This is an optimization exercise on Yosys and OpenROAD, whose aim is small area, not a production implementation. Where RTL was checked, it was by simulation tests only, not by an equivalence proof against the original.

Design ex_stage, start of the top module:
module ex_stage (
	input  logic                                      clock,
	input  logic                                      reset,
	input  logic [2-1:0]                 issue_valid,
	input  logic [2*2-1:0]               issue_unit,
	input  logic [2*3-1:0]               issue_op,
	input  logic [2*32-1:0]        issue_a,
	input  logic [2*32-1:0]        issue_b,
	input  logic [2*5-1:0]    issue_rob,
	input  logic [2*6-1:0]     issue_pr,
	output logic [2-1:0]              complete_valid,
	output logic [2*5-1:0] complete_rob,
	output logic [2*6-1:0]  complete_pr,
	output logic [2*32-1:0]     complete_value,
	output logic [3-1:0]                    unit_busy
);
==> module exec_mult, before the edit <==
module exec_mult (
	input  logic                clock,
	input  logic                reset,
	input  logic [1:0]          hit,         
	input  logic [2*32-1:0] way_a,
	input  logic [2*32-1:0] way_b,
	output logic                busy,
	output logic                res_valid,
	output ex_pkg::xlen_t       res_value
);
	ex_pkg::xlen_t mcand;       
	ex_pkg::xlen_t lo;          
	logic [23:0]   hi;          
	logic [2:0]    cy;          
	logic          bprev;       
	logic [2:0]    run;         
	logic          last;        
	logic [3:0]    neg, one, two;
	ex_pkg::xlen_t row [4];
	ex_pkg::xlen_t nvec;
	always_comb begin
		logic b2, b1, b0;
		for (int j = 0; j < 4; j++) begin
			b2 = lo[2*j+1];
			b1 = lo[2*j];
			b0 = (j == 0) ? bprev : lo[2*j-1];
			neg[j] = b2;
			one[j] = b1 ^ b0;
			two[j] = (b2 & ~b1 & ~b0) | (~b2 & b1 & b0);
		end
		nvec = '0;
		for (int j = 0; j < 4; j++) begin
			row[j] = '0;
			for (int i = 2*j; i < 32; i++)
				row[j][i] = ((one[j] & mcand[i-2*j])
					| (two[j] & ((i > 2*j) ? mcand[i-2*j-1] : 1'b0))) ^ neg[j];
			nvec[2*j] = neg[j];
		end
	end
	function automatic logic [2*32-1:0] csa(input ex_pkg::xlen_t x, y, z);
		ex_pkg::xlen_t s, c;
		s = x ^ y ^ z;
		c = ((x & y) | (x & z) | (y & z)) << 1;
		csa = {c, s};
	endfunction
	ex_pkg::xlen_t s1, c1, s2, c2, s3, c3, s4, c4;
	assign {c1, s1} = csa(row[0], row[1], row[2]);
	assign {c2, s2} = csa(row[3], nvec, {8'b0, hi});
	assign {c3, s3} = csa(s1, c1, s2);
	assign {c4, s4} = csa(s3, c3, c2);
	ex_pkg::xlen_t t;
	logic [3:0]    cout;
	always_comb begin
		logic cc;
		for (int k = 0; k < 4; k++) begin
			cc = (k < 3) ? cy[k] : 1'b0;
			for (int i = 8*k; i < 8*k + 8; i++) begin
				t[i] = s4[i] ^ c4[i] ^ cc;
				cc   = (s4[i] & c4[i]) | (s4[i] & cc) | (c4[i] & cc);
			end
			cout[k] = cc;
		end
	end
	localparam int N = 32;
	logic start;
	assign start = |hit;
	ex_pkg::xlen_t mcand_n;
	always_ff @(posedge clock) begin
		mcand_n <= ~(({N{hit[0]}} & way_a[0 +: N]) | ({N{hit[1]}} & way_a[N +: N])
			| ({N{!start}} & mcand));
		lo    <= ({N{hit[0]}} & way_b[0 +: N]) | ({N{hit[1]}} & way_b[N +: N])
			| ({N{!start}} & {t[7:0], lo[N-1:8]});
	end
	assign mcand = ~mcand_n;
	always_ff @(posedge clock) begin
		if (start) begin
			hi    <= '0;
			cy    <= '0;
			bprev <= 1'b0;
		end else begin
			hi    <= t[N-1:8];
			cy    <= cout[2:0];
			bprev <= lo[7];
		end
	end
	always_ff @(posedge clock) begin
		if (reset) begin
			run  <= '0;
			last <= 1'b0;
		end else begin
			run  <= {run[1:0], start};
			last <= run[2];
		end
	end
	assign busy      = |run;
	assign res_valid = last;
	assign res_value = {t[7:0], lo[32-1:8]};
endmodule
clock: 7.0 ns
lec_check: 0
abc_area: 1
cap_margin: 0
core_margin: 2
core_utilization: 60
cts_buf_list: sky130_fd_sc_hd__clkbuf_8
cts_cluster_diameter: 60
cts_cluster_size: 16
slew_margin: 0
standard.sh (not shown) runs the stock make flow with config.mk's settings and CLKGATE_MAP_FILE= SYNTH_SCRIPT=/design/flow/synth_recipe.tcl, a recipe that flattens the netlist after the stock synthesis.
==> flow/flow/run.sh <==
#!/bin/bash
# Standard layout with three changes, none of which touches the registers:
#  - synthesis skips the generic abc -fast pass inside yosys synth (SYNTH_ARGS=-noabc),
#    so the full-adder extraction sees the RTL's own adder structure;
#  - the final ABC mapping (ABC_AREA=1) uses flow/abc_area.script, an &nf area mapping;
#  - the port buffers are plain buf_1 cells.
# Each make run writes its full output to a log file in this folder; ORFS keeps
# every tool's own log under orfs/logs.
set -euo pipefail
export BUFFER_PORTS_ARGS="-buffer_cell sky130_fd_sc_hd__buf_1"
rm -rf scripts_area
cp -r "$FLOW_HOME/scripts" scripts_area
cp flow/abc_area.script scripts_area/abc_area.script
SCRIPTS_DIR="$PWD/scripts_area" SYNTH_ARGS=-noabc bash standard.sh synth > synth_make.log 2>&1
bash standard.sh > standard_make.log 2>&1
==> flow/flow/abc_area.script <==
&get -n
&st
&dch -f
&nf
&put
buffer -c
topo
stime -c
upsize -c
dnsize -c
Edit:
--- a/flow/design.v
+++ b/flow/design.v
@@ -77,9 +77,10 @@
 	output logic                res_valid,
 	output ex_pkg::xlen_t       res_value
 );
+	localparam int N = 32;
 	ex_pkg::xlen_t mcand;       
 	ex_pkg::xlen_t lo;          
-	logic [23:0]   hi;          
+	logic [15:0]   hi;          
 	logic [2:0]    cy;          
 	logic          bprev;       
 	logic [2:0]    run;         
@@ -114,7 +115,9 @@
 	endfunction
 	ex_pkg::xlen_t s1, c1, s2, c2, s3, c3, s4, c4;
 	assign {c1, s1} = csa(row[0], row[1], row[2]);
-	assign {c2, s2} = csa(row[3], nvec, {8'b0, hi});
+	logic [7:0] hi_top;
+	assign hi_top = mcand[N-1 -: 8] & {8{!run[0]}};
+	assign {c2, s2} = csa(row[3], nvec, {8'b0, hi_top, hi});
 	assign {c3, s3} = csa(s1, c1, s2);
 	assign {c4, s4} = csa(s3, c3, c2);
 	ex_pkg::xlen_t t;
@@ -130,13 +133,12 @@
 			cout[k] = cc;
 		end
 	end
-	localparam int N = 32;
 	logic start;
 	assign start = |hit;
 	ex_pkg::xlen_t mcand_n;
 	always_ff @(posedge clock) begin
 		mcand_n <= ~(({N{hit[0]}} & way_a[0 +: N]) | ({N{hit[1]}} & way_a[N +: N])
-			| ({N{!start}} & mcand));
+			| ({N{!start}} & {t[N-1 -: 8], mcand[N-9:0]}));
 		lo    <= ({N{hit[0]}} & way_b[0 +: N]) | ({N{hit[1]}} & way_b[N +: N])
 			| ({N{!start}} & {t[7:0], lo[N-1:8]});
 	end
@@ -147,7 +149,7 @@
 			cy    <= '0;
 			bprev <= 1'b0;
 		end else begin
-			hi    <= t[N-1:8];
+			hi    <= t[23:8];
 			cy    <= cout[2:0];
 			bprev <= lo[7];
 		end
=> Critical path depth grows by 3; non-clock buffer count came out higher by 18; worst hold slack barely changes; routed wire length climbs by 1.2%; sequential share of layout area shrinks by 1.1 points; cell area came out higher by 1.1%; global-route usage went up by 0.43 points; final cell count came out higher by 1.5%; worst setup slack gets better by 47 ps; core utilization climbs by 0.89 points; via count barely changes; clock skew is higher by 25 ps.
Only the layout flow was run in the second run of this note; the RTL was not checked for function there.

========
## orange
ex_stage again, from the RTL that the note above started with.
==> flow/config.mk <==
export PLATFORM = sky130hd
export DESIGN_NAME = ex_stage
export DESIGN_NICKNAME = ex_stage
export VERILOG_FILES = /design/flow/design.v
export SDC_FILE = /design/flow/constraint.sdc
export NUM_CORES = 4
export LEC_CHECK = 0
export ABC_AREA = 1
export CAP_MARGIN = 20
export CORE_MARGIN = 2
export CORE_UTILIZATION = 60
export CTS_BUF_LIST = sky130_fd_sc_hd__clkbuf_8
export CTS_CLUSTER_DIAMETER = 60
export CTS_CLUSTER_SIZE = 16
export SLEW_MARGIN = 20
==> flow/constraint.sdc <==
create_clock -name core_clock -period 7.0 [get_ports {clock}]
set_input_delay 1.4000 -clock core_clock [delete_from_list [all_inputs] [get_ports {clock}]]
set_output_delay 1.4000 -clock core_clock [all_outputs]
set_load 0.01 [all_outputs]
Scripts as last shown in full above: flow/flow/run.sh, flow/flow/abc_area.script
Input-level comparison between blue and orange:
diff --git a/flow/design.v b/flow/design.v
--- a/flow/design.v
+++ b/flow/design.v
@@ -78,7 +78,8 @@
 	output ex_pkg::xlen_t       res_value
 );
+	localparam int N = 32;
 	ex_pkg::xlen_t mcand;       
 	ex_pkg::xlen_t lo;          
-	logic [23:0]   hi;          
+	logic [15:0]   hi;          
 	logic [2:0]    cy;          
 	logic          bprev;       
@@ -115,5 +116,7 @@
 	ex_pkg::xlen_t s1, c1, s2, c2, s3, c3, s4, c4;
 	assign {c1, s1} = csa(row[0], row[1], row[2]);
-	assign {c2, s2} = csa(row[3], nvec, {8'b0, hi});
+	logic [7:0] hi_top;
+	assign hi_top = mcand[N-1 -: 8] & {8{!run[0]}};
+	assign {c2, s2} = csa(row[3], nvec, {8'b0, hi_top, hi});
 	assign {c3, s3} = csa(s1, c1, s2);
 	assign {c4, s4} = csa(s3, c3, c2);
@@ -131,5 +134,4 @@
 		end
 	end
-	localparam int N = 32;
 	logic start;
 	assign start = |hit;
@@ -137,5 +139,5 @@
 	always_ff @(posedge clock) begin
 		mcand_n <= ~(({N{hit[0]}} & way_a[0 +: N]) | ({N{hit[1]}} & way_a[N +: N])
-			| ({N{!start}} & mcand));
+			| ({N{!start}} & {t[N-1 -: 8], mcand[N-9:0]}));
 		lo    <= ({N{hit[0]}} & way_b[0 +: N]) | ({N{hit[1]}} & way_b[N +: N])
 			| ({N{!start}} & {t[7:0], lo[N-1:8]});
@@ -148,5 +150,5 @@
 			bprev <= 1'b0;
 		end else begin
-			hi    <= t[N-1:8];
+			hi    <= t[23:8];
 			cy    <= cout[2:0];
 			bprev <= lo[7];
Findings:
Every run in the comparison, orange and blue, completed the flow with a clean layout.
Against orange, blue reports a global-route usage that is higher.
Detailed placement HPWL down about 1.3% in blue wrt orange
Routed wire length, blue vs orange: up slightly
blue against orange: number of global-route vias before repair picked up an extra 1.8%, cell area after synthesis -about 0.5%, final worst hold slack flat.
Min final instance count without filler cells across orange and blue: orange
For blue, only the layout was checked, not whether the RTL still works.

## separate check: timing with driven ports
The results above use ideal ports. As a check the final layouts listed here were re-extracted and re-timed, cells and wires unchanged.
Step 1 sets driving cells, clkbuf_16 on the clock port and buf_2 on the other inputs (assumed; they add their load-dependent delay and slew).
Step 2 times the ports against the registers' clock, not the clock port: input delays grow and output delays shrink by t, the midpoint of the rising clock arrivals with the driver on.
Three values: no drivers, after step 1, after step 2; two values: the first two.
run	shift t [ns]	setup WS [ns]	worst hold slack (ns)	worst setup path after step 2
the first run of note 1	0.636	0.267 / 0.267 / -0.156	0.459 / 0.459 / 0.459	input to register
the second run of note 1	0.665	0.315 / 0.315 / 0.119	0.459 / 0.459 / 0.459	input to register
orange	0.637	0.273 / 0.273 / -0.108	0.459 / 0.459 / 0.459	input to register
blue	0.669	0.290 / 0.290 / 0.073	0.458 / 0.458 / 0.458	input to register
Met with ideal ports but missed after step 2: setup timing in the first run of note 1 and orange. For the first run of note 1, which loses most, drivers alone change the setup slack by 0.000 ns; drivers and shift together by -0.423 ns.
